What follows belongs to an exercise in optimizing a design on an open flow for small area; a production flow would make more cautious choices. The RTL was checked by simulation tests, not by an equivalence proof against the original design. No activity file was given, so power comes from the tool's default toggle rates.

==> design/flow/run.sh <==
#!/bin/bash
# synth_recipe.tcl (not shown) runs the flow's synth.tcl, then flattens the netlist and writes it again
# the make line also repeats each setting of config.mk as NAME=value (left out here)
make -C /OpenROAD-flow-scripts/flow DESIGN_CONFIG=/design/flow/config.mk WORK_HOME=/design/flow/orfs CLKGATE_MAP_FILE= SYNTH_SCRIPT=/design/flow/synth_recipe.tcl finish
==> design/flow/design.v <==
module multi_cnt_obi_ch #(
  parameter int CntWidth   = 32,
  parameter int PrescWidth = 8
) (
  input  logic                  clk,
  input  logic                  rst,
  input  logic                  sel,         
  input  logic [3:0]            wr_reg,      
  input  logic [3:0]            be,
  input  logic [31:0]           wd,          
  output logic                  en,
  output logic                  oneshot,
  output logic                  down,
  output logic                  ie,
  output logic [PrescWidth-1:0] presc,
  output logic [CntWidth-1:0]   thresh,
  output logic [CntWidth-1:0]   value,
  output logic                  hit
);
  logic [PrescWidth-1:0] pcnt;
  logic                  tick, at_end, wr_value, hw_hit, cnt, rld;
  logic [3:0]            ld_thr, ld_val;
  logic                  ld_ctrl0, ld_ctrl1;
  logic [CntWidth:0]     c;
  logic [CntWidth-1:0]   x;
  assign wr_value = sel & wr_reg[2];
  assign ld_ctrl0 = (sel & wr_reg[0] & be[0]) | rst;
  assign ld_ctrl1 = (sel & wr_reg[0] & be[1]) | rst;
  for (genvar b = 0; b < 4; b++) begin : g_ld
    assign ld_thr[b] = (sel & wr_reg[1] & be[b]) | rst;
    assign ld_val[b] = (wr_value & be[b]) | rst;
  end
  assign tick   = en && (pcnt == presc);
  assign x      = value ^ thresh;
  assign at_end = down ? (value == '0) : (x == '0);
  assign hw_hit = tick && at_end && !wr_value;
  assign cnt    = tick && !at_end && !wr_value;
  assign rld    = tick && at_end && !wr_value && !oneshot;
  assign c[0] = cnt;
  for (genvar i = 0; i < CntWidth; i++) begin : g_c
    assign c[i+1] = c[i] & (value[i] ^ down);
  end
  always_ff @(posedge clk) begin
    if (ld_ctrl0) begin
      oneshot <= wd[1];
      down    <= wd[2];
      ie      <= wd[3];
    end
    if (ld_ctrl1) presc <= wd[8 +: PrescWidth];
    if (ld_ctrl0)               en <= wd[0];
    else if (hw_hit && oneshot) en <= 1'b0;
    if (rst || wr_value || !en || tick) pcnt <= '0;
    else                                pcnt <= pcnt + 1'b1;
    for (int b = 0; b < 4; b++) begin
      if (ld_thr[b]) thresh[8*b +: 8] <= wd[8*b +: 8];
      if (ld_val[b])  value[8*b +: 8] <= wd[8*b +: 8];
      else if (rld)   value[8*b +: 8] <= x[8*b +: 8];
      else            value[8*b +: 8] <= value[8*b +: 8] ^ c[8*b +: 8];
    end
    if (rst)                                     hit <= 1'b0;
    else if (hw_hit)                             hit <= 1'b1;
    else if (sel & wr_reg[3] & be[0] & wd[0])    hit <= 1'b0;
  end
endmodule
module multi_cnt_obi #(
  parameter int NumCh      = 4,
  parameter int CntWidth   = 32,
  parameter int PrescWidth = 8
) (
  input  logic             clk_i,
  input  logic             rst_i,
  input  logic             req_i,
  output logic             gnt_o,
  input  logic [31:0]      addr_i,
  input  logic             we_i,
  input  logic [3:0]       be_i,
  input  logic [31:0]      wdata_i,
  output logic             rvalid_o,
  output logic [31:0]      rdata_o,
  output logic             intr_o,
  output logic [NumCh-1:0] ch_hit_o
);
  logic [7:0]                  word;
  logic                        ch_ok, is_irq, wr;
  logic [3:0]                  rs_dec;
  logic [31:0]                 wd, rd_word;
  logic [NumCh-1:0]            en, oneshot, down, ie, hit, irq_pend, ch_sel;
  logic [NumCh-1:0][PrescWidth-1:0] presc;
  logic [NumCh-1:0][CntWidth-1:0]   thresh, value;
  logic [NumCh-1:0][3:0]       rsel;
  logic                        rvalid_q, intr_q;
  logic [31:0]                 rdata_q;
  logic                        unused_addr;
  assign unused_addr = ^{addr_i[31:10], addr_i[1:0]};
  assign gnt_o  = req_i;
  assign word   = addr_i[9:2];
  assign ch_ok  = (word[7:4] == 4'd0);
  assign is_irq = (word == 8'(NumCh * 4));
  assign wr     = req_i && we_i && (|be_i) && !rst_i;
  assign wd = wdata_i & {32{!rst_i}};
  for (genvar r = 0; r < 4; r++) begin : g_rs
    assign rs_dec[r] = (word[1:0] == 2'(r));
  end
  assign irq_pend = hit & ie;
  for (genvar c = 0; c < NumCh; c++) begin : g_ch
    assign ch_sel[c] = wr && ch_ok && (word[3:2] == 2'(c));
    assign rsel[c]   = rs_dec & {4{ch_ok && (word[3:2] == 2'(c))}};
    multi_cnt_obi_ch #(
      .CntWidth   (CntWidth),
      .PrescWidth (PrescWidth)
    ) u_ch (
      .clk     (clk_i),
      .rst     (rst_i),
      .sel     (ch_sel[c]),
      .wr_reg  (rs_dec),
      .be      (be_i),
      .wd      (wd),
      .en      (en[c]),
      .oneshot (oneshot[c]),
      .down    (down[c]),
      .ie      (ie[c]),
      .presc   (presc[c]),
      .thresh  (thresh[c]),
      .value   (value[c]),
      .hit     (hit[c])
    );
  end
  always_comb begin
    rd_word = 32'(irq_pend & {NumCh{is_irq}});
    for (int c = 0; c < NumCh; c++) begin
      rd_word = rd_word
              | ({16'b0, presc[c], 4'b0, ie[c], down[c], oneshot[c], en[c]} & {32{rsel[c][0]}})
              | (thresh[c] & {32{rsel[c][1]}})
              | (value[c]  & {32{rsel[c][2]}})
              | (32'(hit[c]) & {32{rsel[c][3]}});
    end
  end
  always_ff @(posedge clk_i) begin
    rvalid_q <= req_i && !rst_i;
    intr_q   <= |irq_pend && !rst_i;
    rdata_q  <= rd_word;
  end
  assign rvalid_o = rvalid_q;
  assign rdata_o  = rdata_q;
  assign intr_o   = intr_q;
  assign ch_hit_o = hit;
endmodule
==> design/flow/constraint.sdc <==
create_clock -name core_clock -period 6.0 [get_ports {clk_i}]
set_input_delay 1.2000 -clock core_clock [delete_from_list [all_inputs] [get_ports {clk_i}]]
set_output_delay 1.2000 -clock core_clock [all_outputs]
set_load 0.01 [all_outputs]
==> design/flow/config.mk <==
export PLATFORM = sky130hd
export DESIGN_NAME = multi_cnt_obi
export DESIGN_NICKNAME = multi_cnt_obi
export VERILOG_FILES = /design/flow/design.v
export SDC_FILE = /design/flow/constraint.sdc
export NUM_CORES = 4
export LEC_CHECK = 0
export CAP_MARGIN = 20
export CORE_MARGIN = 2
export CORE_UTILIZATION = 65
export CTS_BUF_LIST = sky130_fd_sc_hd__clkbuf_2 sky130_fd_sc_hd__clkbuf_4
export PLACE_DENSITY = 0.72
export SLEW_MARGIN = 20
==> metrics.yaml, run 1 <==
cellPowerDensity_nw_per_um2: 245.8
netlist.area_leader.share: 0.2446
tritoncts: "yes"
synth.largest_area_cell: "edfxtp_1"
synthFlopType: "dfxtp_1"
grt_max_degree: 56
hold_viol: 0
stdcell_count: 2897
start_util: 0.6623
cts_setup_buffers: 0
ctsHoldBuffers: 0
rsz0062_at_grt: "no"
fmax_mhz: 229.7
drt-total-wl_um: 89670
p_leak_nw: 8.463
crit_fanout: 13
io_pins: 111
r2r_slack_ns: 1.65
rows: 66
critPathCaptureType: "flop"
path_class: "reg2reg"
syn_nets: 2419
layout.nets: 2448
synth_edf_count: 176
cts_max_path_buffers: 3
core-area_um2: 32620
mostFrequentLayoutCells: "230 x nand2_1, 198 x dfxtp_1, 176 x edfxtp_1, 171 x xor2_1, 143 x clkbuf_4"
drive_gt1_frac: 0.09984
cts_resized: 0
crit_path_end: "g_ch[2].u_ch.value[22]$_DFF_P_"
grt_usage: 0.5056
dp_hpwl_um: 65640
netlist_instances: 2343
final_common_cell: "nand2_1"
drtPass1Iterations: 10
viasPerCell: 7.410
ys_ff_latch: 374
die_width_um: 186.3
relSlewSlack: 0.1523
ys_warn_count: 2
r2r-start: "g_ch[2].u_ch.value[11]$_DFF_P_"
worstSkewPairLatency_ns: 0.88
via_count: 21470
gr-total-overflow: 0
avgSynthCellArea_um2: 9.220
wire_per_inst_um: 30.95
status: "finished clean"
hold_class: "reg2reg"
die-area_um2: 34710
cts.htree.levels: 3
fin_crit_ns: 4.354
numCtsBuffers: 97
grt_pass1_wl_um: 129800
clk_pin_slew_ns: 0.07
rr_endpoint: "g_ch[2].u_ch.value[22]$_DFF_P_"
cts_root_buffer: "clkbuf_4"
drc: 0
critPathArrivalTime_ns: 5.03
async_reset_ff_frac: 0
die_h_um: 186.3
worst_slew_pin_slew_ns: 1.269
gp_congestion: 1.092
postRouteAntennaNets: 0
peakVddDrop_uv: 248.9
grt_pass1_vias: 20090
antenna_found_initial: 2
fin_crit_sh: 0.7257
yosysUniqueCellTypes: 82
dpl.cell_count: 2715
clock-sinks: 374
setup_tns_ns: 0
crit_start: "g_ch[2].u_ch.value[11]$_DFF_P_"
numPortBuffers: 86
synth_area_um2: 21600
seq_area_frac_synth: 0.4281
slew_viol_final: 0
required_ns: 6.68
max-cap-violations: 0
critPathLaunchType: "flop"
reg2regPathDepth: 8
synthTopCellsByArea: "edfxtp_1 24%, dfxtp_1 18%, xor2_1 6.9%"
drtIter0Drc: 4013
setup_violations: 0
skew_ns: 0.06408
syn_to_final_growth_pct: 10.77
worst min path at each step:
stage | from | endpoint | depth (start not counted)
2_1_floorplan | g_ch[1].u_ch.pcnt[0]$_SDFF_PP0_ | g_ch[1].u_ch.pcnt[0]$_SDFF_PP0_ | 1
3_3_place_gp | g_ch[1].u_ch.pcnt[0]$_SDFF_PP0_ | g_ch[1].u_ch.pcnt[0]$_SDFF_PP0_ | 1
3_5_place_dp | g_ch[1].u_ch.pcnt[0]$_SDFF_PP0_ | g_ch[1].u_ch.pcnt[0]$_SDFF_PP0_ | 1
4_1_cts | g_ch[3].u_ch.pcnt[0]$_SDFF_PP0_ | g_ch[3].u_ch.pcnt[0]$_SDFF_PP0_ | 1
5_1_grt | g_ch[3].u_ch.pcnt[0]$_SDFF_PP0_ | g_ch[3].u_ch.pcnt[0]$_SDFF_PP0_ | 1
6_report | g_ch[3].u_ch.pcnt[0]$_SDFF_PP0_ | g_ch[3].u_ch.pcnt[0]$_SDFF_PP0_ | 1
cell families after synthesis:
| family | count (synthesis) | share of synthesized area |
|---|---|---|
| multiplexers | 30 | 0.01413 |
| AO/OA/AOI/OAI | 501 | 0.1705 |
| flip-flops | 374 | 0.4281 |
| adder cells (fa/ha/maj) | 4 | 0.002317 |
| buffers and inverters | 237 | 0.04442 |
| XOR/XNOR | 297 | 0.1204 |
| AND/OR/NAND/NOR | 900 | 0.2201 |
through the flow:
step / hold WS [ns] / setup WS (ns) / total power [W] / util / area [um2]
floorplan: 0.4366 / 2.251 / 0.003203 / - / 21600
global placement: 0.4589 / 1.246 / 0.003455 / 0.6923 / 22580
detailed placement: 0.4797 / 1.109 / 0.003469 / 0.6923 / 22580
CTS: 0.5014 / 1.962 / 0.005816 / 0.7332 / 23920
global route: 0.5257 / 1.438 / 0.006011 / 0.7336 / 23930
finish: 0.5029 / 1.646 / 0.005883 / 0.7336 / 23930
Yosys cell counts, types with 41 or more instances:
cell type,instances
a21oi_1,75
a222oi_1,50
a22oi_1,99
and3_1,43
clkbuf_1,165
dfxtp_1,198
edfxtp_1,176
nand2_1,230
nand3_1,100
nand4_1,44
nor2_1,119
nor2b_1,41
nor3_1,94
nor4_1,65
o21ai_0,52
o22ai_1,61
xnor2_1,126
xor2_1,171
power breakdown:
group,total [W],switching (W),internal (W),leakage [nW]
clock network,0.00242,0.00115,0.00127,0.781
logic,0.000529,0.000356,0.000173,4.39
registers,0.00294,0.000148,0.00279,3.29
total,0.00588,0.00165,0.00423,8.46
cell type report:
| type | count | area (um2) |
|---|---|---|
| diodes | 1 | 2.502 |
| clock buffers | 143 | 1074 |
| clock inverters | 38 | 261.5 |
| fillers | 2473 | 8688 |
| inverters | 34 | 127.6 |
| multi-input cells | 1732 | 11450 |
| flip-flops and latches | 374 | 9249 |
| well taps | 442 | 553.0 |
| repair buffers | 133 | 1211 |
flip-flops by register name (all words and copies together), names as in the netlist:
register           count
g_ch.u_ch.down         4
g_ch.u_ch.en           4
g_ch.u_ch.hit          4
g_ch.u_ch.ie           4
g_ch.u_ch.oneshot      4
g_ch.u_ch.pcnt        32
g_ch.u_ch.presc       32
g_ch.u_ch.thresh     128
g_ch.u_ch.value      128
intr_q                 1
rdata_q               32
rvalid_q               1
worst max-delay path, stage by stage (launching register included):
cell,delay (ns)
dfxtp_1,0.70
xor2_1,0.31
nor4_1,0.33
and4_1,0.30
nand4_1,0.51
nand2_1,0.70
nand3_1,0.50
o21ai_0,0.64
o22ai_1,0.18
per-layer routing:
metal	vias to the layer above	GRT usage	routed length [um]
met4	2	0.4188	9477
met5	-	0	11
met3	538	0.1725	14080
met2	2111	0.7193	36160
met1	9909	0.6204	29940
li1	8907	-	-
==> run 2: changes to the inputs <==
--- a/design/flow/config.mk
+++ b/design/flow/config.mk
@@ -8,6 +8,4 @@
 export CAP_MARGIN = 20
 export CORE_MARGIN = 2
-export CORE_UTILIZATION = 65
-export CTS_BUF_LIST = sky130_fd_sc_hd__clkbuf_2 sky130_fd_sc_hd__clkbuf_4
-export PLACE_DENSITY = 0.72
+export CORE_UTILIZATION = 40
 export SLEW_MARGIN = 20
==> run 2 against run 1 <==
Compared with the run above:
- still clean on timing, DRC and antenna
- via count shrank 5.1%
- design area grew 2.1%
- sequential share of layout area shrank 0.81 points
- count of clock-buffer cells in the layout shrank 79
- largest cell class unchanged
- highest routed layer unchanged
==> metrics.yaml, run 2 <==
status: "finished clean"
top_regs: "g_ch.u_ch.thresh (128), g_ch.u_ch.value (128)"
synthAdderAreaFrac: 0.002317  # unchanged
clock-sinks: 374  # unchanged
critPathCaptureType: "flop"
peakVddDrop_uv: 186.7  # -25%
top_usage_layer: "met2"
synth_most_common_cell: "nand2_1"
drt-total-wl_um: 91880  # +2.5%
synth.largest_area_cell: "edfxtp_1"
antenna_found_initial: 3  # +1
netlist_instances: 2343  # unchanged
required_ns: 6.47  # -0.21 ns
wire_per_inst_um: 30.15  # -2.6%
synthFlopType: "dfxtp_1"
yosysUniqueCellTypes: 82  # unchanged
cts_max_path_buffers: 3  # unchanged
setup_tns_ns: 0  # unchanged
synthMuxAreaShare: 0.01413  # unchanged
critPathLaunchType: "primary input"
crit_path_end: "g_ch[3].u_ch.value[20]$_DFF_P_"
ys_warn_count: 2  # unchanged
crit_start: "be_i[1]"
netlist.area_leader.share: 0.2446  # unchanged
cts_root_buffer: "clkbuf_16"
dp_slack_ns: 0.9751  # -0.1342 ns
async_reset_ff_frac: 0  # unchanged
rr_endpoint: "g_ch[2].u_ch.value[21]$_DFF_P_"
avgSynthCellArea_um2: 9.220  # unchanged
grt_max_degree: 61  # +8.9%
skew_ns: 0.02153  # -0.04255 ns
max-cap-violations: 0  # unchanged
path_class: "in2reg"
relSlewSlack: 0.2126  # +0.06027
cts_resized: 0  # unchanged
syn_nets: 2419  # unchanged
tritoncts: "yes"
synth_area_um2: 21600  # unchanged
gp_congestion: 1.048  # -4.1%
rsz0062_at_grt: "no"
drtIter0Drc: 3262  # -19%
antenna-diode-count: 0  # -1
r2r_slack_ns: 1.46  # -0.19 ns
hold_viol: 0  # unchanged
rows: 85  # +29%
viasPerCell: 6.683  # -9.8%
fin_crit_ns: 4.599  # +0.2451 ns
seq_area_frac_synth: 0.4281  # unchanged
critPathArrivalTime_ns: 5.07  # +0.04 ns
fin_ws_ns: 1.401  # -0.2451 ns
multiInputGateArea_um2: 11450  # about the same
grt_usage: 0.3180  # -0.1876
yosys.area_share.xor_xnor: 0.1204  # unchanged
grt_pass1_vias: 18640  # -7.2%
die_h_um: 236.4  # +27%
final_common_cell: "nand2_1"
cts.htree.levels: 2  # -1
fin_crit_sh: 0.7665  # +0.04085
core-area_um2: 53600  # +64%
ys_ff_latch: 374  # unchanged
fmax_mhz: 217.4  # -5.3%
layout.nets: 2391  # -2.3%
die_width_um: 236.4  # +27%
setup_violations: 0  # unchanged
gr-total-overflow: 0  # unchanged
drive_gt1_frac: 0.06760  # -0.03223
regArea_um2: 9249  # unchanged
n_fill_cell: 5119  # +110%
synth_top_family_by_area: "simple AND/OR/NAND/NOR gates"
synth-simple-area-share: 0.2201  # unchanged
die-area_um2: 55880  # +61%
hold_class: "reg2reg"
r2r-start: "g_ch[2].u_ch.value[11]$_DFF_P_"
clk_pin_slew_ns: 0.06  # about the same
crit_fanout: 6  # -7
mostFrequentLayoutCells: "230 x nand2_1, 198 x dfxtp_1, 176 x edfxtp_1, 171 x xor2_1, 126 x xnor2_1"
numCtsBuffers: 45  # -54%
cts_setup_buffers: 0  # unchanged
via_count: 20370  # -5.1%
place_area_um2: 22880  # +1.3%
io_pins: 111  # unchanged
p_leak_nw: 8.421  # -0.49%
synthTopCellsByArea: "edfxtp_1 24%, dfxtp_1 18%, xor2_1 6.9%"
cellPowerDensity_nw_per_um2: 260.0  # +5.8%
drc: 0  # unchanged
use_met3: 0.06987  # -0.1026
syn_to_final_growth_pct: 13.14
worst_slew_pin_slew_ns: 1.179  # -0.09022 ns
numPortBuffers: 86  # unchanged
ctsHoldBuffers: 0  # unchanged
reg2regPathDepth: 8  # unchanged
synth_edf_count: 176  # unchanged
synth_compound_area_frac: 0.1705  # unchanged
grtUsageMet1: 0.4165  # -0.2039
postRouteAntennaNets: 0  # unchanged
design_area_um2: 24440  # +2.1%
slew_viol_final: 0  # unchanged
drtPass1Iterations: 10  # unchanged
grt_util_met2: 0.4839  # -0.2354
grt_pass1_wl_um: 130100  # +0.26%
dp_hpwl_um: 69840  # +6.4%
worstSkewPairLatency_ns: 0.60  # -0.28 ns
start_util: 0.4030  # -0.2593
ys_top_cells_by_count: "230 x nand2_1, 198 x dfxtp_1, 176 x edfxtp_1"
run 2: report_power, final:
part	switching (W)	internal (W)	total, W
clock	0.00119	0.00171	0.00290
combinational	0.000355	0.000170	0.000525
sequential	0.000138	0.00279	0.00293
run 2: final cells by class:
cell class / instances / share of cell area
sequential: 374 / 0.3784
tap: 696 / 0.03563
clock buffer: 64 / 0.05503
timing repair buffer: 128 / 0.04802
inverter: 34 / 0.005222
multi-input combinational: 1732 / 0.4687
clock inverter: 20 / 0.009010
run 2: cells by family after synthesis:
kind of cell / after synthesis
simple gates: 900
xor+xnor: 297
buf+inv: 237
compound gates: 501
mux: 30
flops: 374
fa+ha+maj: 4
run 2: per-stage QoR:
| step | cells | util | total power [W] | hold slack, ns |
|---|---|---|---|---|
| floorplan | 2343 | - | 0.003203 | 0.4366 |
| CTS | 3048 | 0.4560 | 0.006348 | 0.4932 |
| finish | 3048 | 0.4560 | 0.006355 | 0.4829 |
| global placement | 2964 | 0.4266 | 0.003472 | 0.4610 |
| detailed placement | 2964 | 0.4268 | 0.003477 | 0.4715 |
| global route | 3048 | 0.4560 | 0.006498 | 0.5181 |
run 2: worst min path at each step:
stage                                                 end  cells past startpoint                             from  slack [ns]
after floorplan           g_ch[1].u_ch.pcnt[0]$_SDFF_PP0_                      1  g_ch[1].u_ch.pcnt[0]$_SDFF_PP0_        0.44
after global placement    g_ch[1].u_ch.pcnt[0]$_SDFF_PP0_                      1  g_ch[1].u_ch.pcnt[0]$_SDFF_PP0_        0.46
after detailed placement  g_ch[1].u_ch.pcnt[0]$_SDFF_PP0_                      1  g_ch[1].u_ch.pcnt[0]$_SDFF_PP0_        0.47
after CTS                 g_ch[3].u_ch.pcnt[0]$_SDFF_PP0_                      1  g_ch[3].u_ch.pcnt[0]$_SDFF_PP0_        0.49
after global routing      g_ch[3].u_ch.pcnt[0]$_SDFF_PP0_                      1  g_ch[3].u_ch.pcnt[0]$_SDFF_PP0_        0.52
final                     g_ch[3].u_ch.pcnt[0]$_SDFF_PP0_                      1  g_ch[3].u_ch.pcnt[0]$_SDFF_PP0_        0.48
run 2: layer usage:
layer	vias to the layer above	share of wire	wire, um
li1	8754	-	-
met5	-	0.00014	13
met2	1396	0.43	39760
met1	9909	0.39	36150
met3	308	0.11	9837
met4	2	0.067	6121
run 2: worst max-delay path, stage by stage:
cell	delay [ns]
clkdlybuf4s50_1	0.47
or4_1	0.58
and2_0	0.48
a2111oi_2	0.80
nand4_1	0.47
nor3_1	0.53
a21oi_1	0.10
and3_1	0.21
a211o_1	0.22
==> run 3: changes to the inputs <==
==> design/flow/flow/run.sh (new file) <==
#!/bin/bash
# Own layout flow: the standard ORFS flow (standard.sh) with these changes.
# 1. Synthesis maps the logic with an area-oriented ABC script
#    (flow/abc_area.script) in place of ORFS's speed script. Everything else in
#    synthesis -- registers, their names, flattening and renaming -- is the
#    standard synthesis, since only the script given to the abc call changes.
# 2. Port buffers are buf_1 cells.
# 3. Clock tree synthesis uses larger sink clusters, smaller clock buffers and
#    no dummy loads, which the 374-register tree does not need.
# Each tool's output goes to ORFS's own logs under orfs/logs; make's output is
# kept in flow_make.log.
set -euo pipefail
W=$(pwd)
STD_SYNTH=$(grep -o 'SYNTH_SCRIPT=[^ ]*' standard.sh | head -1 | cut -d= -f2)
cat > "$W/flow_synth.tcl" <<EOT
proc abc {args} {
  set i [lsearch -exact \$args -script]
  if {\$i >= 0} { set args [lreplace \$args [expr {\$i+1}] [expr {\$i+1}] $W/flow/abc_area.script] }
  yosys abc {*}\$args
}
source $STD_SYNTH
EOT
sed "s#SYNTH_SCRIPT=[^ ]*#SYNTH_SCRIPT=$W/flow_synth.tcl#" standard.sh > "$W/flow_standard.sh"
CTS="-sink_clustering_enable -repair_clock_nets -dont_use_dummy_load"
CTS="$CTS -sink_clustering_size 14 -sink_clustering_max_diameter 60"
CTS="$CTS -buf_list {sky130_fd_sc_hd__clkbuf_8}"
bash "$W/flow_standard.sh" "CTS_ARGS=$CTS" "BUFFER_PORTS_ARGS=-buffer_cell sky130_fd_sc_hd__buf_1" finish > "$W/flow_make.log" 2>&1
==> design/flow/flow/abc_area.script (new file) <==
&get -n
&st
&syn2
&dch -f
&nf -a
&st
&dch -f
&nf -a
&put
==> design/flow/standard.sh (new file) <==
#!/bin/bash
# synth_recipe.tcl (not shown) runs the flow's synth.tcl, then flattens the netlist and writes it again
# the make line also repeats each setting of config.mk as NAME=value (left out here)
make -C /OpenROAD-flow-scripts/flow DESIGN_CONFIG=/design/flow/config.mk WORK_HOME=/design/flow/orfs CLKGATE_MAP_FILE= SYNTH_SCRIPT=/design/flow/synth_recipe.tcl "${@:-finish}"
removed: design/flow/run.sh
==> run 3 against run 2 <==
Compared with the run above:
- still clean
- final cell count shrank 11%
- synthesized cell count shrank 18%
- sequential share of layout area grew 4.9 points
- highest routed layer unchanged
==> metrics.yaml, run 3 <==
syn_to_final_growth_pct: 10.39
cp_slowest_cell: "nor3_1"
grt_max_degree: 37  # -39%
netlist.area_leader.share: 0.2693  # +0.02468
path_delay_family: "simple AND/OR/NAND/NOR gates"
p_leak_nw: 6.972  # -17%
hold_class: "reg2reg"
worst_slew_pin_slew_ns: 1.100  # -0.07842 ns
synth_edf_count: 176  # unchanged
syn_nets: 2007  # -17%
synthTopCellsByArea: "edfxtp_1 27%, dfxtp_1 20%, xnor2_1 9.4%"
fmax_mhz: 223.4  # +2.8%
grt_usage: 0.3013  # -0.01673
netlist_instances: 1931  # -18%
p_sw_frac: 0.2745  # +0.009469
die_h_um: 225.5  # -4.6%
p_int_w: 0.003521  # -25%
synth.largest_area_cell: "edfxtp_1"
synth_most_common_cell: "xnor2_1"
setup_violations: 0  # unchanged
skew_ns: 0.09436  # +0.07283 ns
peakVddDrop_uv: 136.4  # -27%
cts_max_path_buffers: 3  # unchanged
dp_hpwl_um: 57630  # -17%
seq_power_share: 0.600  # +0.139
tritoncts: "yes"
synthAdderAreaFrac: 0.002550  # +0.0002337
critPathCaptureType: "flop"
ys_warn_count: 2  # unchanged
max_stage_delay_ns: 0.75  # -0.05 ns
crit_path_frequent_cell: "nor3_1"
antenna_found_initial: 2  # -1
path_class: "in2reg"
synth_area_um2: 19620  # -9.2%
layout.nets: 2179  # -8.9%
wire_per_inst_um: 28.46  # -5.6%
top_regs: "g_ch.u_ch.thresh (128), g_ch.u_ch.value (128)"
viasPerCell: 6.512  # -2.6%
cellPowerDensity_nw_per_um2: 224.0  # -14%
drt-total-wl_um: 77510  # -16%
clock-sinks: 374  # unchanged
ys_top_cells_by_count: "211 x xnor2_1, 198 x dfxtp_1, 176 x edfxtp_1"
numPortBuffers: 86  # unchanged
async_reset_ff_frac: 0  # unchanged
die_width_um: 225.5  # -4.6%
p_comb_frac: 0.091  # +0.008
fin_crit_ns: 4.476  # -0.1234 ns
critPathBufInv: 1  # unchanged
io_pins: 111  # unchanged
ys_ff_latch: 374  # unchanged
worstSkewPairLatency_ns: 0.65  # +0.05 ns
avgSynthCellArea_um2: 10.16  # +10%
slew_viol_final: 0  # unchanged
required_ns: 6.48  # about the same
rsz0062_at_grt: "no"
clk_pin_slew_ns: 0.09  # +0.03 ns
fin_hold_ws_ns: 0.4916  # +0.008758 ns
p_sw_w: 0.001332  # -21%
gr-total-overflow: 0  # unchanged
synth_top_family_by_area: "compound AO/OA/AOI/OAI gates"
yosys.area_share.xor_xnor: 0.1504  # +0.03000
postRouteAntennaNets: 0  # unchanged
synthMuxAreaShare: 0.002040  # -0.01209
cts_resized: 0  # unchanged
ctsHoldBuffers: 0  # unchanged
fin_crit_sh: 0.7460  # -0.02057
start_util: 0.4034  # about the same
synthFlopType: "dfxtp_1"
numCtsBuffers: 40  # -11%
crit_chain: "buf_1 > or4_1 > nand3_1 > nor3_1 > or3_1 > a2111o_1 > nor3_1 > a32oi_1 > xor2_1 > o22ai_1"
critPathLaunchType: "primary input"
gp_congestion: 0.9605  # -8.3%
drtPass1Iterations: 7  # -3
antenna-diode-count: 0  # unchanged
critPathArrivalTime_ns: 4.95  # -0.12 ns
synth-simple-area-share: 0.1634  # -0.05673
drc: 0  # unchanged
max-cap-violations: 0  # unchanged
hold_viol: 0  # unchanged
mostFrequentLayoutCells: "211 x xnor2_1, 198 x dfxtp_1, 176 x edfxtp_1, 138 x nand2_1, 126 x xor2_1"
via_count: 17730  # -13%
synth_compound_area_frac: 0.1952  # +0.02472
rows: 81  # -4.7%
drtIter0Drc: 2375  # -27%
yosysUniqueCellTypes: 63  # -23%
drive_gt1_frac: 0.04950  # -0.01810
cts.htree.levels: 2  # unchanged
relSlewSlack: 0.2597  # +0.04714
setup_tns_ns: 0  # unchanged
final_common_cell: "xnor2_1"
cts_setup_buffers: 0  # unchanged
core-area_um2: 48650  # -9.2%
status: "finished clean"
grt_pass1_wl_um: 112300  # -14%
power.share.clock: 0.309  # -0.148
seq_area_frac_synth: 0.4713  # +0.04318
grt_pass1_vias: 16590  # -11%
crit_fanout: 12  # +6
die-area_um2: 50850  # -9.0%
cts_root_buffer: "clkbuf_8"
[run 3: cell count changes after synthesis, moves of 44 or more]
cell      previous run  this run
clkinv_1             1        69
clkbuf_1           165         0
nor2_1             119        64
o22ai_1             61       105
nand2_1            230       138
xnor2_1            126       211
nand2b_1            18        95
nor3_1              94        37
xor2_1             171       126
[run 3: power by group through the flow]
stage / Combinational [W] / Sequential (W) / Clock (W)
after CTS: 0.000432 / 0.00291 / 0.00153
after global routing: 0.000466 / 0.00292 / 0.00161
final: 0.000441 / 0.00291 / 0.00150
after floorplan: 0.000242 / 0.00293 / 0
after detailed placement: 0.000429 / 0.00297 / 0
after global placement: 0.000424 / 0.00296 / 0
[run 3: cell families after synthesis]
logic type      Yosys count
simple gates            595
buf+inv                  74
flops                   374
compound gates          543
xor+xnor                337
fa+ha+maj                 4
mux                       4
[run 3: per-stage QoR]
stage          instance area, um2    util  std cells  power [W]  setup slack, ns
2_1_floorplan               19620       -       1931   0.003169           0.4638
3_3_place_gp                21110  0.4340       2683   0.003388            1.145
3_5_place_dp                21110  0.4340       2683   0.003395            1.028
4_1_cts                     21660  0.4453       2723   0.004866            1.678
5_1_grt                     21660  0.4453       2723   0.005002            1.365
6_report                    21660  0.4453       2723   0.004854            1.524
[run 3: metal layers]
layer,up-vias,track usage,wire length (um)
met1,8699,0.4128,31950
met5,-,0,13
met2,1063,0.4744,35070
met4,2,0.1286,3348
met3,175,0.04459,7117
li1,7793,-,-
[run 3: layout make-up]
class	count	area [um2]
Fill cell	4757	26980
Inverter	69	259.0
Timing Repair Buffer	135	691.9
Multi-Input combinational cell	1483	10130
Clock buffer	40	550.5
Tap cell	622	778.2
Sequential cell	374	9249
[run 3: path summary, 6_finish.rpt]
path                                                        end  depth (start not counted)                       startpoint  slack, ns
worst max-delay path             g_ch[1].u_ch.value[18]$_DFF_P_                         10                          be_i[1]       1.52
worst min-delay path            g_ch[1].u_ch.pcnt[7]$_SDFF_PP0_                          3  g_ch[1].u_ch.pcnt[6]$_SDFF_PP0_       0.49
worst max register to register   g_ch[2].u_ch.value[31]$_DFF_P_                         10      g_ch[2].u_ch.down$_DFFE_PP_       1.94
worst min register to register  g_ch[1].u_ch.pcnt[7]$_SDFF_PP0_                          3  g_ch[1].u_ch.pcnt[6]$_SDFF_PP0_       0.49
[run 3: worst min-delay path: cells and delay by family, from the launching register on]
family,cells,cell delay (ns)
flops,1,0.31
simple gates,2,0.14
xor+xnor,1,0.06
==> run 4: changes to the inputs <==
--- a/design/flow/config.mk
+++ b/design/flow/config.mk
@@ -6,6 +6,6 @@
 export NUM_CORES = 4
 export LEC_CHECK = 0
-export CAP_MARGIN = 20
+export CAP_MARGIN = 5
 export CORE_MARGIN = 2
-export CORE_UTILIZATION = 40
-export SLEW_MARGIN = 20
+export CORE_UTILIZATION = 50
+export SLEW_MARGIN = 5
==> run 4 against run 3 <==
Compared with the run above:
- global-route usage grew 6.9 points
- critical path depth up 4
- synthesized area stayed put
- via count increased by 0.82%
- critical path type unchanged
- critical endpoint is now g_ch[0].u_ch.value[31]$_DFF_P_
==> metrics.yaml, run 4 <==
worstSkewPairLatency_ns: 0.65  # about the same
cts.htree.levels: 2  # unchanged
required_ns: 6.47  # about the same
synth_area_um2: 19620  # unchanged
ys_warn_count: 2  # unchanged
reg2regPathDepth: 10  # unchanged
final_common_cell: "xnor2_1"
setup_tns_ns: 0  # unchanged
path_delay_family: "simple AND/OR/NAND/NOR gates"
crit_fanout: 12  # unchanged
core-area_um2: 38740  # -20%
ys_top_cells_by_count: "211 x xnor2_1, 198 x dfxtp_1, 176 x edfxtp_1"
critPathBufInv: 5  # +4
rsz0062_at_grt: "no"
status: "finished clean"
critPathArrivalTime_ns: 4.92  # -0.03 ns
mostFrequentLayoutCells: "211 x xnor2_1, 198 x dfxtp_1, 176 x edfxtp_1, 138 x nand2_1, 126 x xor2_1"
synth_most_common_cell: "xnor2_1"
viasPerCell: 6.834  # +4.9%
die_h_um: 202.1  # -10%
syn_nets: 2007  # unchanged
drtPass1Iterations: 8  # +1
critPathCaptureType: "flop"
top_regs: "g_ch.u_ch.thresh (128), g_ch.u_ch.value (128)"
avgSynthCellArea_um2: 10.16  # unchanged
hold_class: "reg2reg"
rows: 72  # -11%
io_pins: 111  # unchanged
setup_violations: 0  # unchanged
numCtsBuffers: 38  # -5.0%
antenna_found_initial: 1  # -1
p_leak_nw: 6.945  # -0.38%
hold_path_depth: 1  # -2
grt_pass1_wl_um: 111200  # -0.99%
dp_hpwl_um: 56320  # -2.3%
drt-total-wl_um: 76610  # -1.2%
wire_per_inst_um: 29.28  # +2.9%
max_stage_delay_ns: 0.66  # -0.09 ns
skew_ns: 0.06981  # -0.02455 ns
crit_chain: "buf_1 > buf_4 > or4_1 > nand3_1 > buf_4 > nor3_1 > buf_4 > or3_1 > a2111oi_2 > buf_4 > nand4_1 > o31a_1 > o31ai_1 > o21ai_0"
via_count: 17880  # +0.82%
gr-total-overflow: 0  # unchanged
n_fill_cell: 3515  # -26%
synth.largest_area_cell: "edfxtp_1"
grt_usage: 0.3700  # +0.06874
ys_ff_latch: 374  # unchanged
grt_util_met2: 0.5718  # +0.09738
drive_gt1_frac: 0.04864  # -0.0008593
grt_max_degree: 82  # +120%
layout.nets: 2175  # -0.18%
place_area_um2: 20980  # -0.64%
start_util: 0.5066  # +0.1032
die_width_um: 202.1  # -10%
fin_crit_sh: 0.7424  # -0.003602
clock-sinks: 374  # unchanged
seq_area_frac_synth: 0.4713  # unchanged
drc: 0  # unchanged
grtUsageMet1: 0.5131  # +0.1003
hold_viol: 0  # unchanged
ctsHoldBuffers: 0  # unchanged
gp_congestion: 0.9946  # +3.6%
max-cap-violations: 0  # unchanged
netlist_instances: 1931  # unchanged
cts_root_buffer: "clkbuf_8"
cts_setup_buffers: 0  # unchanged
cts_max_path_buffers: 3  # unchanged
cellPowerDensity_nw_per_um2: 223.5  # -0.25%
cp_num_cells: 14  # +4
fin_crit_ns: 4.454  # -0.02161 ns
synthTopCellsByArea: "edfxtp_1 27%, dfxtp_1 20%, xnor2_1 9.4%"
clk_pin_slew_ns: 0.09  # about the same
numPortBuffers: 86  # unchanged
netlist.area_leader.share: 0.2693  # unchanged
postRouteAntennaNets: 0  # unchanged
die-area_um2: 40850  # -20%
critPathLaunchType: "primary input"
worst_slew_pin_slew_ns: 1.199  # +0.09919 ns
synth_edf_count: 176  # unchanged
fmax_mhz: 224.5  # +0.49%
design_area_um2: 21500  # -0.73%
grt_pass1_vias: 16520  # -0.40%
drtIter0Drc: 2568  # +8.1%
async_reset_ff_frac: 0  # unchanged
yosysUniqueCellTypes: 63  # unchanged
path_class: "in2reg"
slew_viol_final: 0  # unchanged
peakVddDrop_uv: 169.1  # +24%
tritoncts: "yes"
cp_slowest_cell: "or4_1"
cts_resized: 0  # unchanged
synthFlopType: "dfxtp_1"
top_usage_layer: "met2"
relSlewSlack: 0.1930  # -0.06674
syn_to_final_growth_pct: 9.583
use_met3: 0.05450  # +0.009909
crit_path_frequent_cell: "buf_4"
==> run 4: cell counts after synthesis <==
No cell type changed its count.
==> run 4: layout make-up <==
class / count / area (um2) / share of cell area
Antenna cell: 1 / 2.502 / 0.0001164
Multi-Input combinational cell: 1483 / 10150 / 0.4718
Clock buffer: 38 / 523.0 / 0.02432
Tap cell: 518 / 648.1 / 0.03014
Timing Repair Buffer: 133 / 676.9 / 0.03148
Sequential cell: 374 / 9249 / 0.4301
Inverter: 69 / 259.0 / 0.01204
==> run 4: stage by stage <==
| step | worst slack, ns | utilization | power, W | hold WS, ns | instances |
|---|---|---|---|---|---|
| floorplan | 0.4638 | - | 0.003169 | 0.4449 | 1931 |
| detailed placement | 1.060 | 0.5415 | 0.003393 | 0.4783 | 2577 |
| global route | 1.478 | 0.5551 | 0.004933 | 0.5136 | 2615 |
| CTS | 1.704 | 0.5550 | 0.004794 | 0.4926 | 2615 |
| finish | 1.546 | 0.5551 | 0.004806 | 0.4922 | 2616 |
| global placement | 1.117 | 0.5415 | 0.003387 | 0.4712 | 2577 |
==> run 4: cell families (layout without fill, tap and decap cells) <==
group / count (synthesis) / after routing / synth area share
muxes: 4 / 4 / 0.002040
adders and majority gates: 4 / 4 / 0.002550
buffers and inverters: 74 / 240 / 0.01511
DFF: 374 / 374 / 0.4713
xor gates and xnor gates: 337 / 337 / 0.1504
and+or+nand+nor: 595 / 595 / 0.1634
other: 0 / 1 / 0
AOI/OAI and AO/OA: 543 / 543 / 0.1952
==> run 4: worst reg2reg max path: stages, from the launching register on <==
cell	delay, ns
edfxtp_1	0.46
xnor2_1	0.46
nand4_1	0.32
or4_1	0.59
o21ai_0	0.71
and4b_1	0.87
buf_4	0.40
and2_0	0.18
a41oi_1	0.05
xor2_1	0.16
o22ai_1	0.08
==> run 4: path summary, 6_finish.rpt <==
check | from | end | slack, ns
setup reg to reg | g_ch[0].u_ch.thresh[27]$_DFFE_PP_ | g_ch[0].u_ch.value[22]$_DFF_P_ | 1.59
hold / removal | g_ch[3].u_ch.pcnt[0]$_SDFF_PP0_ | g_ch[3].u_ch.pcnt[0]$_SDFF_PP0_ | 0.49
hold reg to reg | g_ch[3].u_ch.pcnt[0]$_SDFF_PP0_ | g_ch[3].u_ch.pcnt[0]$_SDFF_PP0_ | 0.49
setup / recovery | be_i[1] | g_ch[0].u_ch.value[31]$_DFF_P_ | 1.55
==> run 4: per-layer routing <==
metal  routed length (um)  share of wire
met1                30530           0.40
met2                34340           0.45
met3                 7967           0.10
met4                 3770          0.049
met5                    0              0
==> run 4: power breakdown <==
| group | internal [W] | switching, W |
|---|---|---|
| sequential | 0.00279 | 0.000123 |
| combinational | 0.000142 | 0.000305 |
| clock | 0.000566 | 0.000883 |
| total | 0.00349 | 0.00131 |
==> run 5: changes to the inputs <==
--- a/design/flow/flow/run.sh
+++ b/design/flow/flow/run.sh
@@ -23,5 +23,5 @@
 sed "s#SYNTH_SCRIPT=[^ ]*#SYNTH_SCRIPT=$W/flow_synth.tcl#" standard.sh > "$W/flow_standard.sh"
 CTS="-sink_clustering_enable -repair_clock_nets -dont_use_dummy_load"
-CTS="$CTS -sink_clustering_size 14 -sink_clustering_max_diameter 60"
-CTS="$CTS -buf_list {sky130_fd_sc_hd__clkbuf_8}"
+CTS="$CTS -sink_clustering_size 24 -sink_clustering_max_diameter 80"
+CTS="$CTS -buf_list {sky130_fd_sc_hd__clkbuf_16}"
 bash "$W/flow_standard.sh" "CTS_ARGS=$CTS" "BUFFER_PORTS_ARGS=-buffer_cell sky130_fd_sc_hd__buf_1" finish > "$W/flow_make.log" 2>&1
==> design/flow/flow/abc_area.script (replaced) <==
&get -n
&st
&syn2
&dch -f
&nf -a
&st
&syn2
&dch -f
&nf -a
&st
&dch -f
&nf -a
&put
==> run 5 against run 4 <==
Compared with the run above:
- register-to-register slack gained 0.26 ns
- first-iteration DRC count grew 7.7%
- via count shrank 0.11%
- sequential power is essentially flat
- utilization shrank 0.11 points
- combinational power shrank 4%
- synthesized cell count grew 0.26%
- total power grew 2.5%
- setup slack lost 0.014 ns
- final cell count shrank 0.42%
- fmax shrank 0.32%
- critical endpoint is now g_ch[3].u_ch.value[21]$_DFF_P_
==> metrics.yaml, run 5 <==
layout.nets: 2165  # -0.46%
r2r_slack_ns: 1.85  # +0.26 ns
antenna-diode-count: 0  # -1
required_ns: 6.40  # -0.07 ns
reg2regPathDepth: 11  # +1
ys_warn_count: 2  # unchanged
cp_slowest_cell: "a21oi_1"
drt-total-wl_um: 79190  # +3.4%
core-area_um2: 38470  # -0.70%
slew_viol_final: 0  # unchanged
drtPass1Iterations: 6  # -2
start_util: 0.5040  # -0.002556
clk_pin_slew_ns: 0.07  # -0.02 ns
skew_ns: 0.04121  # -0.02861 ns
max-cap-violations: 0  # unchanged
crit_chain: "buf_1 > or4_1 > and3_1 > nand2_1 > o2111ai_1 > a21oi_1 > and2_0 > nand2_1 > o31ai_1 > xnor2_1 > o22ai_1"
r2r-start: "g_ch[0].u_ch.value[12]$_DFF_P_"
rr_endpoint: "g_ch[0].u_ch.value[30]$_DFF_P_"
crit_path_end: "g_ch[3].u_ch.value[21]$_DFF_P_"
via_count: 17860  # -0.11%
grt_usage: 0.3835  # +0.01350
worstSkewPairLatency_ns: 0.57  # -0.08 ns
dp_slack_ns: 1.220  # +0.1601 ns
drive_gt1_frac: 0.04073  # -0.007913
rsz0062_at_grt: "no"
drc: 0  # unchanged
fin_ws_ns: 1.531  # -0.01441 ns
fmax_mhz: 223.8  # -0.32%
critPathBufInv: 1  # -4
gr-total-overflow: 0  # unchanged
synth_edf_count: 176  # unchanged
synth_most_common_cell: "dfxtp_1"
die-area_um2: 40370  # -1.2%
relSlewSlack: 0.2089  # +0.01586
top_regs: "g_ch.u_ch.thresh (128), g_ch.u_ch.value (128)"
numPortBuffers: 86  # unchanged
fin_crit_ns: 4.469  # +0.01441 ns
synthMuxAreaShare: 0.001678  # -0.0003624
gp_congestion: 0.9889  # -0.57%
fin_crit_sh: 0.7448  # +0.002402
cts_max_path_buffers: 3  # unchanged
crit_fanout: 9  # -3
path_delay_family: "simple AND/OR/NAND/NOR gates"
grt_pass1_wl_um: 114200  # +2.8%
dp_hpwl_um: 58870  # +4.5%
syn_to_final_growth_pct: 9.925
final_common_cell: "dfxtp_1"
cts_setup_buffers: 0  # unchanged
avgSynthCellArea_um2: 10.01  # -1.5%
synthTopCellsByArea: "edfxtp_1 27%, dfxtp_1 20%, xnor2_1 7.9%"
synth_top_family_by_area: "compound AO/OA/AOI/OAI gates"
die_width_um: 200.9  # -0.59%
seq_area_frac_synth: 0.4770  # +0.005718
io_pins: 111  # unchanged
crit_start: "be_i[2]"
peakVddDrop_uv: 185.8  # +9.9%
critPathArrivalTime_ns: 4.87  # -0.05 ns
cts_root_buffer: "clkbuf_16"
path_class: "in2reg"
syn_nets: 2012  # +0.25%
synthAdderAreaFrac: 0.002581  # +0.00003094
numCtsBuffers: 24  # -37%
wire_per_inst_um: 30.40  # +3.8%
postRouteAntennaNets: 0  # unchanged
crit_path_frequent_cell: "nand2_1"
hold_viol: 0  # unchanged
setup_violations: 0  # unchanged
cellPowerDensity_nw_per_um2: 231.2  # +3.5%
viasPerCell: 6.855  # +0.31%
synth_area_um2: 19390  # -1.2%
async_reset_ff_frac: 0  # unchanged
critPathCaptureType: "flop"
grt_pass1_vias: 16570  # +0.28%
mostFrequentLayoutCells: "198 x dfxtp_1, 179 x nand2_1, 176 x edfxtp_1, 174 x xnor2_1, 158 x xor2_1"
hold_class: "reg2reg"
die_h_um: 200.9  # -0.59%
status: "finished clean"
netlist_instances: 1936  # +0.26%
drtIter0Drc: 2765  # +7.7%
rows: 72  # unchanged
cts.htree.levels: 1  # -1
setup_tns_ns: 0  # unchanged
tritoncts: "yes"
netlist.area_leader.share: 0.2726  # +0.003267
max_stage_delay_ns: 0.72  # +0.06 ns
worst_slew_pin_slew_ns: 1.177  # -0.02253 ns
ys_top_cells_by_count: "198 x dfxtp_1, 179 x nand2_1, 176 x edfxtp_1"
cp_num_cells: 11  # -3
yosys.area_share.xor_xnor: 0.1500  # -0.0004339
synth.largest_area_cell: "edfxtp_1"
critPathLaunchType: "primary input"
synthFlopType: "dfxtp_1"
p_leak_nw: 7.097  # +2.2%
yosysUniqueCellTypes: 59  # -6.3%
ctsHoldBuffers: 0  # unchanged
synth-simple-area-share: 0.1649  # +0.001531
synth_compound_area_frac: 0.1895  # -0.005699
ys_ff_latch: 374  # unchanged
antenna_found_initial: 2  # +1
clock-sinks: 374  # unchanged
cts_resized: 0  # unchanged
grt_max_degree: 44  # -46%
-- run 5: cell types whose count changed after synthesis, moves of 26 or more --
cell,delta
xor2_1,+32
nor2_1,+26
xnor2_1,-37
nand2_1,+41
o21ai_0,+27
o22ai_1,-28
-- run 5: kinds of logic after synthesis --
| family | count (synthesis) |
|---|---|
| AO/OA/AOI/OAI | 532 |
| XOR/XNOR | 332 |
| adder cells (fa/ha/maj) | 4 |
| buffers and inverters | 69 |
| flip-flops | 374 |
| multiplexers | 3 |
| AND/OR/NAND/NOR | 622 |
-- run 5: report_power, final --
group,switching [W],internal (W),total [W]
Clock,0.000863,0.000709,0.00157
Combinational,0.000296,0.000134,0.000430
Sequential,0.000139,0.00279,0.00293
Total,0.00130,0.00363,0.00493
-- run 5: metal layers --
layer | vias up | GRT usage | routed length (um) | share of wire
li1 | 7690 | - | - | -
met4 | 2 | 0.2000 | 5141 | 0.065
met5 | - | 0 | 16 | 0.00020
met1 | 8711 | 0.5068 | 29940 | 0.38
met2 | 1198 | 0.5929 | 34720 | 0.44
met3 | 256 | 0.08247 | 9373 | 0.12
-- run 5: how the worst min path moves through the flow --
stage | start | endpoint | slack, ns | depth (start not counted)
final | g_ch[2].u_ch.pcnt[0]$_SDFF_PP0_ | g_ch[2].u_ch.pcnt[0]$_SDFF_PP0_ | 0.50 | 1
after global routing | g_ch[2].u_ch.pcnt[0]$_SDFF_PP0_ | g_ch[2].u_ch.pcnt[0]$_SDFF_PP0_ | 0.52 | 1
after CTS | g_ch[2].u_ch.pcnt[0]$_SDFF_PP0_ | g_ch[2].u_ch.pcnt[0]$_SDFF_PP0_ | 0.50 | 1
after global placement | g_ch[2].u_ch.pcnt[0]$_SDFF_PP0_ | g_ch[2].u_ch.pcnt[0]$_SDFF_PP0_ | 0.48 | 1
after floorplan | g_ch[2].u_ch.pcnt[0]$_SDFF_PP0_ | g_ch[2].u_ch.pcnt[0]$_SDFF_PP0_ | 0.45 | 1
after detailed placement | g_ch[2].u_ch.pcnt[0]$_SDFF_PP0_ | g_ch[2].u_ch.pcnt[0]$_SDFF_PP0_ | 0.48 | 1
-- run 5: through the flow --
step / util / hold WS [ns] / cells / power [W] / cell area, um2
3_5_place_dp: 0.5384 / 0.4794 / 2581 / 0.003391 / 20710
5_1_grt: 0.5541 / 0.5245 / 2605 / 0.005061 / 21310
3_3_place_gp: 0.5384 / 0.4752 / 2581 / 0.003385 / 20710
6_report: 0.5541 / 0.4950 / 2605 / 0.004928 / 21310
4_1_cts: 0.5541 / 0.4962 / 2605 / 0.004915 / 21310
2_1_floorplan: - / 0.4474 / 1936 / 0.003152 / 19390
-- run 5: layout make-up --
class	instances	area (um2)
clock buffers	24	600.6
multi-input cells	1493	9906
flip-flops and latches	374	9249
well taps	518	648.1
repair buffers	132	669.4
fillers	3553	17150
inverters	64	240.2
==> run 6: changes to the inputs <==
--- a/design/flow/flow/run.sh
+++ b/design/flow/flow/run.sh
@@ -23,5 +23,5 @@
 sed "s#SYNTH_SCRIPT=[^ ]*#SYNTH_SCRIPT=$W/flow_synth.tcl#" standard.sh > "$W/flow_standard.sh"
 CTS="-sink_clustering_enable -repair_clock_nets -dont_use_dummy_load"
-CTS="$CTS -sink_clustering_size 24 -sink_clustering_max_diameter 80"
-CTS="$CTS -buf_list {sky130_fd_sc_hd__clkbuf_16}"
+CTS="$CTS -sink_clustering_size 8 -sink_clustering_max_diameter 40"
+CTS="$CTS -buf_list {sky130_fd_sc_hd__clkbuf_4}"
 bash "$W/flow_standard.sh" "CTS_ARGS=$CTS" "BUFFER_PORTS_ARGS=-buffer_cell sky130_fd_sc_hd__buf_1" finish > "$W/flow_make.log" 2>&1
==> run 6 against run 5 <==
Compared with the run above:
- still clean on timing, DRC and antenna
- sequential cell count is the same
- synthesized area unchanged
- global-route usage is 0.58 points higher
- non-clock buffer count is the same
- synthesized cell count stayed put
- fmax grew 4.0%
- die area stayed put
==> metrics.yaml, run 6 <==
die_width_um: 200.9  # unchanged
slew_viol_final: 0  # unchanged
seq_area_frac_synth: 0.4770  # unchanged
worst_slew_pin_slew_ns: 1.212  # +0.03527 ns
cts_setup_buffers: 0  # unchanged
ctsHoldBuffers: 0  # unchanged
hold_class: "reg2reg"
regArea_um2: 9249  # unchanged
drtPass1Iterations: 9  # +3
synth_most_common_cell: "dfxtp_1"
avgSynthCellArea_um2: 10.01  # unchanged
reg2regPathDepth: 10  # -1
rows: 72  # unchanged
p_int_w: 0.003433  # -5.4%
setup_tns_ns: 0  # unchanged
top_regs: "g_ch.u_ch.thresh (128), g_ch.u_ch.value (128)"
critPathArrivalTime_ns: 4.91  # +0.04 ns
crit_fanout: 10  # +1
netlist_instances: 1936  # unchanged
drt-total-wl_um: 79730  # +0.68%
cts_max_path_buffers: 3  # unchanged
skew_ns: 0.07004  # +0.02883 ns
critPathLaunchType: "flop"
setup_violations: 0  # unchanged
gp_congestion: 0.9889  # unchanged
status: "finished clean"
path_class: "reg2reg"
syn_nets: 2012  # unchanged
ys_top_cells_by_count: "198 x dfxtp_1, 179 x nand2_1, 176 x edfxtp_1"
cellPowerDensity_nw_per_um2: 225.2  # -2.6%
dp_hpwl_um: 58870  # unchanged
fmax_mhz: 232.8  # +4.0%
drtIter0Drc: 2952  # +6.8%
io_pins: 111  # unchanged
async_reset_ff_frac: 0  # unchanged
via_count: 18010  # +0.85%
critPathCaptureType: "flop"
p_sw_frac: 0.2817  # +0.01816
hold_path_depth: 1  # unchanged
worstSkewPairLatency_ns: 0.78  # +0.21 ns
drive_gt1_frac: 0.06009  # +0.01937
seq_power_share: 0.612  # +0.018
clk_pin_slew_ns: 0.09  # +0.02 ns
hold_viol: 0  # unchanged
yosysUniqueCellTypes: 59  # unchanged
numCtsBuffers: 67  # +180%
mostFrequentLayoutCells: "198 x dfxtp_1, 179 x nand2_1, 176 x edfxtp_1, 174 x xnor2_1, 158 x xor2_1"
p_leak_nw: 7.109  # +0.18%
grt_max_degree: 44  # unchanged
multiInputGateArea_um2: 9906  # unchanged
cts.htree.levels: 3  # +2
postRouteAntennaNets: 0  # unchanged
fin_crit_sh: 0.7158  # -0.02898
synthFlopType: "dfxtp_1"
synthTopCellsByArea: "edfxtp_1 27%, dfxtp_1 20%, xnor2_1 7.9%"
cts_resized: 0  # unchanged
die-area_um2: 40370  # unchanged
max-cap-violations: 0  # unchanged
stdcell_count: 2649  # +1.7%
start_util: 0.5040  # unchanged
numPortBuffers: 86  # unchanged
tritoncts: "yes"
syn_to_final_growth_pct: 9.434
viasPerCell: 6.798  # -0.83%
fin_util: 0.5516  # -0.002472
power.share.clock: 0.298  # -0.021
p_comb_frac: 0.090  # +0.003
peakVddDrop_uv: 156.9  # -16%
grt_pass1_wl_um: 114900  # +0.61%
clock-sinks: 374  # unchanged
dpl.cell_count: 2581  # unchanged
synth.largest_area_cell: "edfxtp_1"
final_common_cell: "dfxtp_1"
grt_pass1_vias: 16900  # +2.0%
ys_warn_count: 2  # unchanged
layout.nets: 2208  # +2.0%
gr-total-overflow: 0  # unchanged
antenna_found_initial: 4  # +2
wire_per_inst_um: 30.10  # -1.0%
fin_crit_ns: 4.295  # -0.1739 ns
rsz0062_at_grt: "no"
required_ns: 6.61  # +0.21 ns
core-area_um2: 38470  # unchanged
cts_root_buffer: "clkbuf_4"
relSlewSlack: 0.1910  # -0.01785
netlist.area_leader.share: 0.2726  # unchanged
ys_ff_latch: 374  # unchanged
place_area_um2: 20710  # unchanged
n_fill_cell: 3594  # +1.2%
synth_area_um2: 19390  # unchanged
synth_edf_count: 176  # unchanged
p_sw_w: 0.001346  # +3.7%
design_area_um2: 21220  # -0.45%
drc: 0  # unchanged
grt_usage: 0.3894  # +0.005820
die_h_um: 200.9  # unchanged
run 6: cell counts after synthesis:
No cell type changed its count.
run 6: worst max-delay path, stage by stage, from the launching register on:
cell      delay (ns)
edfxtp_1        0.46
xnor2_1         0.55
nand4_1         0.43
nor4_1          0.84
a21oi_1         0.15
o211a_1         0.43
and2_0          0.48
and4_1          0.32
a22oi_1         0.20
xor2_1          0.18
o22ai_1         0.08
run 6: metal layers:
layer	up-vias	track usage	part of all wire
li1	7783	-	-
met1	8720	0.5058	0.38
met2	1239	0.5860	0.43
met3	262	0.09318	0.12
met4	4	0.2437	0.067
met5	-	0	0.00031
run 6: logic make-up (layout without fill, tap and decap cells):
logic type	count (synthesis)	count (layout)	synth area share
and+or+nand+nor	622	622	0.1649
buffers and inverters	69	263	0.01433
other	0	1	0
xor gates and xnor gates	332	332	0.1500
AOI/OAI and AO/OA	532	532	0.1895
DFF	374	374	0.4770
muxes	3	3	0.001678
adders and majority gates	4	4	0.002581
run 6: final timing paths:
path,startpoint,to,slack (ns)
worst min register to register,g_ch[2].u_ch.pcnt[0]$_SDFF_PP0_,g_ch[2].u_ch.pcnt[0]$_SDFF_PP0_,0.49
worst max register to register,g_ch[0].u_ch.thresh[12]$_DFFE_PP_,g_ch[0].u_ch.value[18]$_DFF_P_,1.71
worst max-delay path,g_ch[0].u_ch.thresh[12]$_DFFE_PP_,g_ch[0].u_ch.value[18]$_DFF_P_,1.71
worst min-delay path,g_ch[2].u_ch.pcnt[0]$_SDFF_PP0_,g_ch[2].u_ch.pcnt[0]$_SDFF_PP0_,0.49
run 6: final cells by class:
| cell class | count | area share |
|---|---|---|
| inverters | 64 | 0.01132 |
| multi-input cells | 1493 | 0.4669 |
| clock buffers | 67 | 0.02371 |
| diodes | 1 | 0.0001179 |
| repair buffers | 132 | 0.03155 |
| well taps | 518 | 0.03055 |
| flip-flops and latches | 374 | 0.4359 |
run 6: stage by stage:
| step | worst slack [ns] | power [W] | hold slack, ns |
|---|---|---|---|
| 6_report | 1.705 | 0.004779 | 0.4945 |
| 5_1_grt | 1.670 | 0.004932 | 0.5205 |
| 4_1_cts | 2.009 | 0.004774 | 0.4922 |
| 3_5_place_dp | 1.220 | 0.003391 | 0.4794 |
| 3_3_place_gp | 1.224 | 0.003385 | 0.4752 |
| 2_1_floorplan | 0.7041 | 0.003152 | 0.4474 |
run 6: power groups by stage:
stage	Combinational [W]	Clock [W]	Sequential [W]
2_1_floorplan	0.000227	0	0.00292
3_3_place_gp	0.000409	0	0.00298
3_5_place_dp	0.000413	0	0.00298
4_1_cts	0.000416	0.00144	0.00292
5_1_grt	0.000452	0.00155	0.00293
6_report	0.000430	0.00142	0.00293
==> run 7: changes to the inputs <==
--- a/design/flow/flow/run.sh
+++ b/design/flow/flow/run.sh
@@ -6,6 +6,6 @@
 #    standard synthesis, since only the script given to the abc call changes.
 # 2. Port buffers are buf_1 cells.
-# 3. Clock tree synthesis uses larger sink clusters, smaller clock buffers and
-#    no dummy loads, which the 374-register tree does not need.
+# 3. Clock tree synthesis builds the tree from small clkbuf_4 buffers, each
+#    driving a cluster of at most 8 registers, and adds no dummy loads.
 # Each tool's output goes to ORFS's own logs under orfs/logs; make's output is
 # kept in flow_make.log.
==> design/flow/flow/abc_area.script (replaced) <==
&get -n
&st
&syn2
&dch -f
&nf -a -p
&st
&syn2
&dch -f
&nf -a -p
&st
&dch -f
&nf -a -p
&put
==> run 7 against run 6 <==
Compared with the run above:
- still clean
- clock power about the same
- die area shrank 0.11%
- first-iteration DRC count decreased by 3.9%
- sequential cell count did not move
- setup slack improved by 0.0068 ns
- sequential power hardly changed
- sequential share of layout area rose by 0.087 points
- wire length down 0.58%
- fmax increased by 0.16%
- critical endpoint is now g_ch[0].u_ch.value[21]$_DFF_P_
==> metrics.yaml, run 7 <==
async_reset_ff_frac: 0  # unchanged
status: "finished clean"
hold_path_depth: 1  # unchanged
gr-total-overflow: 0  # unchanged
die-area_um2: 40320  # -0.11%
die_width_um: 200.8  # about the same
max-cap-violations: 0  # unchanged
cts_setup_buffers: 0  # unchanged
skew_ns: 0.07328  # +0.003244 ns
dp_hpwl_um: 58990  # +0.21%
rr_endpoint: "g_ch[0].u_ch.value[21]$_DFF_P_"
critPathArrivalTime_ns: 4.91  # about the same
clock-sinks: 374  # unchanged
syn_nets: 2013  # +0.050%
synth_most_common_cell: "dfxtp_1"
ys_warn_count: 2  # unchanged
synthFlopType: "dfxtp_1"
numPortBuffers: 86  # unchanged
drtPass1Iterations: 8  # -1
fin_crit_ns: 4.288  # -0.006780 ns
layout.nets: 2205  # -0.14%
synth_area_um2: 19370  # -0.12%
r2r_slack_ns: 1.71  # about the same
io_pins: 111  # unchanged
drtIter0Drc: 2836  # -3.9%
via_count: 17750  # -1.4%
cellPowerDensity_nw_per_um2: 225.1  # about the same
critPathCaptureType: "flop"
ctsHoldBuffers: 0  # unchanged
place_area_um2: 20660  # -0.23%
slew_viol_final: 0  # unchanged
holdPathEnd: "g_ch[1].u_ch.pcnt[0]$_SDFF_PP0_"
hold_start: "g_ch[1].u_ch.pcnt[0]$_SDFF_PP0_"
synth_edf_count: 176  # unchanged
yosysUniqueCellTypes: 54  # -8.5%
fmax_mhz: 233.2  # +0.16%
syn_to_final_growth_pct: 9.342  # about the same
crit_start: "g_ch[0].u_ch.thresh[12]$_DFFE_PP_"
cts_root_buffer: "clkbuf_4"
rsz0062_at_grt: "no"
hold_class: "reg2reg"
seq_power_share: 0.611  # about the same
grt_max_degree: 48  # +9.1%
drive_gt1_frac: 0.05877  # -0.001326
worstSkewPairLatency_ns: 0.79  # about the same
grt_pass1_vias: 16630  # -1.6%
crit_fanout: 34  # +24
grt_usage: 0.3914  # +0.002032
ys_ff_latch: 374  # unchanged
rows: 72  # unchanged
p_comb_frac: 0.091  # about the same
drt-total-wl_um: 79260  # -0.58%
tritoncts: "yes"
design_area_um2: 21180  # -0.20%
relSlewSlack: 0.1211  # -0.06987
p_sw_frac: 0.2794  # -0.002324
p_sw_w: 0.001332  # -1.1%
mostFrequentLayoutCells: "198 x dfxtp_1, 196 x xnor2_1, 191 x nand2_1, 176 x edfxtp_1, 132 x xor2_1"
r2r-start: "g_ch[0].u_ch.thresh[12]$_DFFE_PP_"
core-area_um2: 38470  # unchanged
critPathLaunchType: "flop"
numCtsBuffers: 67  # unchanged
seq_area_frac_synth: 0.4776  # +0.0005548
antenna_found_initial: 5  # +1
synth.largest_area_cell: "edfxtp_1"
setup_violations: 0  # unchanged
path_class: "reg2reg"
power.share.clock: 0.298  # about the same
final_common_cell: "dfxtp_1"
wire_per_inst_um: 29.93  # -0.55%
p_leak_nw: 6.992  # -1.6%
cts.htree.levels: 3  # unchanged
postRouteAntennaNets: 0  # unchanged
netlist_instances: 1937  # +0.052%
ys_top_cells_by_count: "198 x dfxtp_1, 196 x xnor2_1, 191 x nand2_1"
top_regs: "g_ch.u_ch.thresh (128), g_ch.u_ch.value (128)"
hold_viol: 0  # unchanged
cts_max_path_buffers: 3  # unchanged
netlist.area_leader.share: 0.2729  # +0.0003170
p_int_w: 0.003435  # about the same
grt_pass1_wl_um: 114900  # about the same
drc: 0  # unchanged
clk_pin_slew_ns: 0.10  # about the same
viasPerCell: 6.704  # -1.4%
setup_tns_ns: 0  # unchanged
start_util: 0.5034  # -0.0005855
synthTopCellsByArea: "edfxtp_1 27%, dfxtp_1 20%, xnor2_1 8.9%"
worst_slew_pin_slew_ns: 1.306  # +0.09407 ns
avgSynthCellArea_um2: 9.998  # -0.17%
fin_crit_sh: 0.7147  # -0.001130
peakVddDrop_uv: 149.4  # -4.8%
required_ns: 6.62  # about the same
reg2regPathDepth: 11  # +1
cts_resized: 0  # unchanged
gp_congestion: 0.9870  # -0.19%
die_h_um: 200.8  # about the same
-- run 7: how the worst max path moves through the flow --
stage	slack (ns)	end	depth (start not counted)
floorplan	0.43	g_ch[3].u_ch.value[9]$_DFF_P_	9
global placement	1.17	g_ch[3].u_ch.value[30]$_DFF_P_	12
detailed placement	1.13	g_ch[3].u_ch.value[30]$_DFF_P_	12
CTS	1.93	g_ch[0].u_ch.value[21]$_DFF_P_	11
global route	1.57	g_ch[0].u_ch.value[21]$_DFF_P_	11
finish	1.71	g_ch[0].u_ch.value[21]$_DFF_P_	11
-- run 7: power by group through the flow --
stage | combinational, W | sequential (W) | clock [W]
floorplan | 0.000229 | 0.00292 | 0
global placement | 0.000416 | 0.00296 | 0
CTS | 0.000421 | 0.00291 | 0.00143
finish | 0.000434 | 0.00291 | 0.00142
global route | 0.000456 | 0.00292 | 0.00154
detailed placement | 0.000419 | 0.00296 | 0
-- run 7: logic make-up after synthesis --
| group | share of synthesized area |
|---|---|
| simple gates | 0.1747 |
| compound gates | 0.1833 |
| flops | 0.4776 |
| xor+xnor | 0.1483 |
| buf+inv | 0.01240 |
| fa+ha+maj | 0.002584 |
| mux | 0.001098 |
-- run 7: final cells by class --
cell class	instances	area [um2]
multi-input combinational	1504	9926
timing repair buffer	128	639.4
inverter	54	202.7
fill	3613	17290
antenna	3	7.507
tap	518	648.1
clock buffer	67	503.0
sequential	374	9249
-- run 7: through the flow --
| stage | hold slack [ns] | power, W | setup slack, ns | utilization | std cells |
|---|---|---|---|---|---|
| 5_1_grt | 0.5271 | 0.004918 | 1.574 | 0.5505 | 2648 |
| 4_1_cts | 0.5050 | 0.004762 | 1.929 | 0.5503 | 2645 |
| 3_5_place_dp | 0.4843 | 0.003384 | 1.133 | 0.5372 | 2578 |
| 6_report | 0.5045 | 0.004767 | 1.712 | 0.5505 | 2648 |
| 2_1_floorplan | 0.4474 | 0.003153 | 0.4322 | - | 1937 |
| 3_3_place_gp | 0.4776 | 0.003379 | 1.165 | 0.5372 | 2578 |
-- run 7: worst max-delay path, cell delays in order, from the launching register on --
cell	delay, ns
edfxtp_1	0.46
xnor2_1	0.54
nand4_1	0.34
nor4_1	1.05
a21oi_1	0.17
nand4b_1	0.37
nor2_2	0.16
buf_4	0.44
nor3_1	0.15
a21oi_1	0.17
xor2_1	0.15
o22ai_1	0.07
-- run 7: routing by layer --
metal	vias to the layer above	wire length (um)	track usage
met1	8552	31150	0.5388
met4	4	4859	0.2005
li1	7750	-	-
met2	1207	33730	0.5801
met3	239	9506	0.08701
met5	-	17	0

[what the ideal ports hide]
The results above use ideal ports. As a check the final layouts listed here were re-extracted and re-timed, cells and wires unchanged.
Step 1: set_driving_cell puts a clkbuf_16 on clk_i and a buf_2 on each other input, an assumption about the parent block.
Step 2 adds t to the input delays and takes it off the output delays; t is the mean of the earliest and latest rising clock arrival at the registers after step 1. Input paths then give back, and output paths get back, about the clock's delay inside the block.
a / b / c = ideal / step 1 / step 2; a / b = the first two.
| run | t (ns) | setup slack, ns | worst setup path at the end | worst data-port slew with drivers (ns) |
|---|---|---|---|---|
| run 1 | 0.895 | 1.646 / 1.646 / 0.909 | input to register | 0.06 |
| run 2 | 0.650 | 1.401 / 1.442 / 0.792 | input to register | 0.04 |
| run 3 | 0.661 | 1.524 / 1.550 / 0.889 | input to register | 0.04 |
| run 4 | 0.670 | 1.546 / 1.581 / 0.911 | input to register | 0.04 |
| run 5 | 0.605 | 1.531 / 1.534 / 0.929 | input to register | 0.07 |
| run 6 | 0.800 | 1.705 / 1.705 / 0.989 | input to register | 0.06 |
| run 7 | 0.814 | 1.712 / 1.712 / 0.938 | input to register | 0.06 |
After both steps setup and hold are still met in every run listed. For run 7, which loses most, drivers alone change the setup slack by 0.000 ns; drivers and shift together by -0.774 ns.
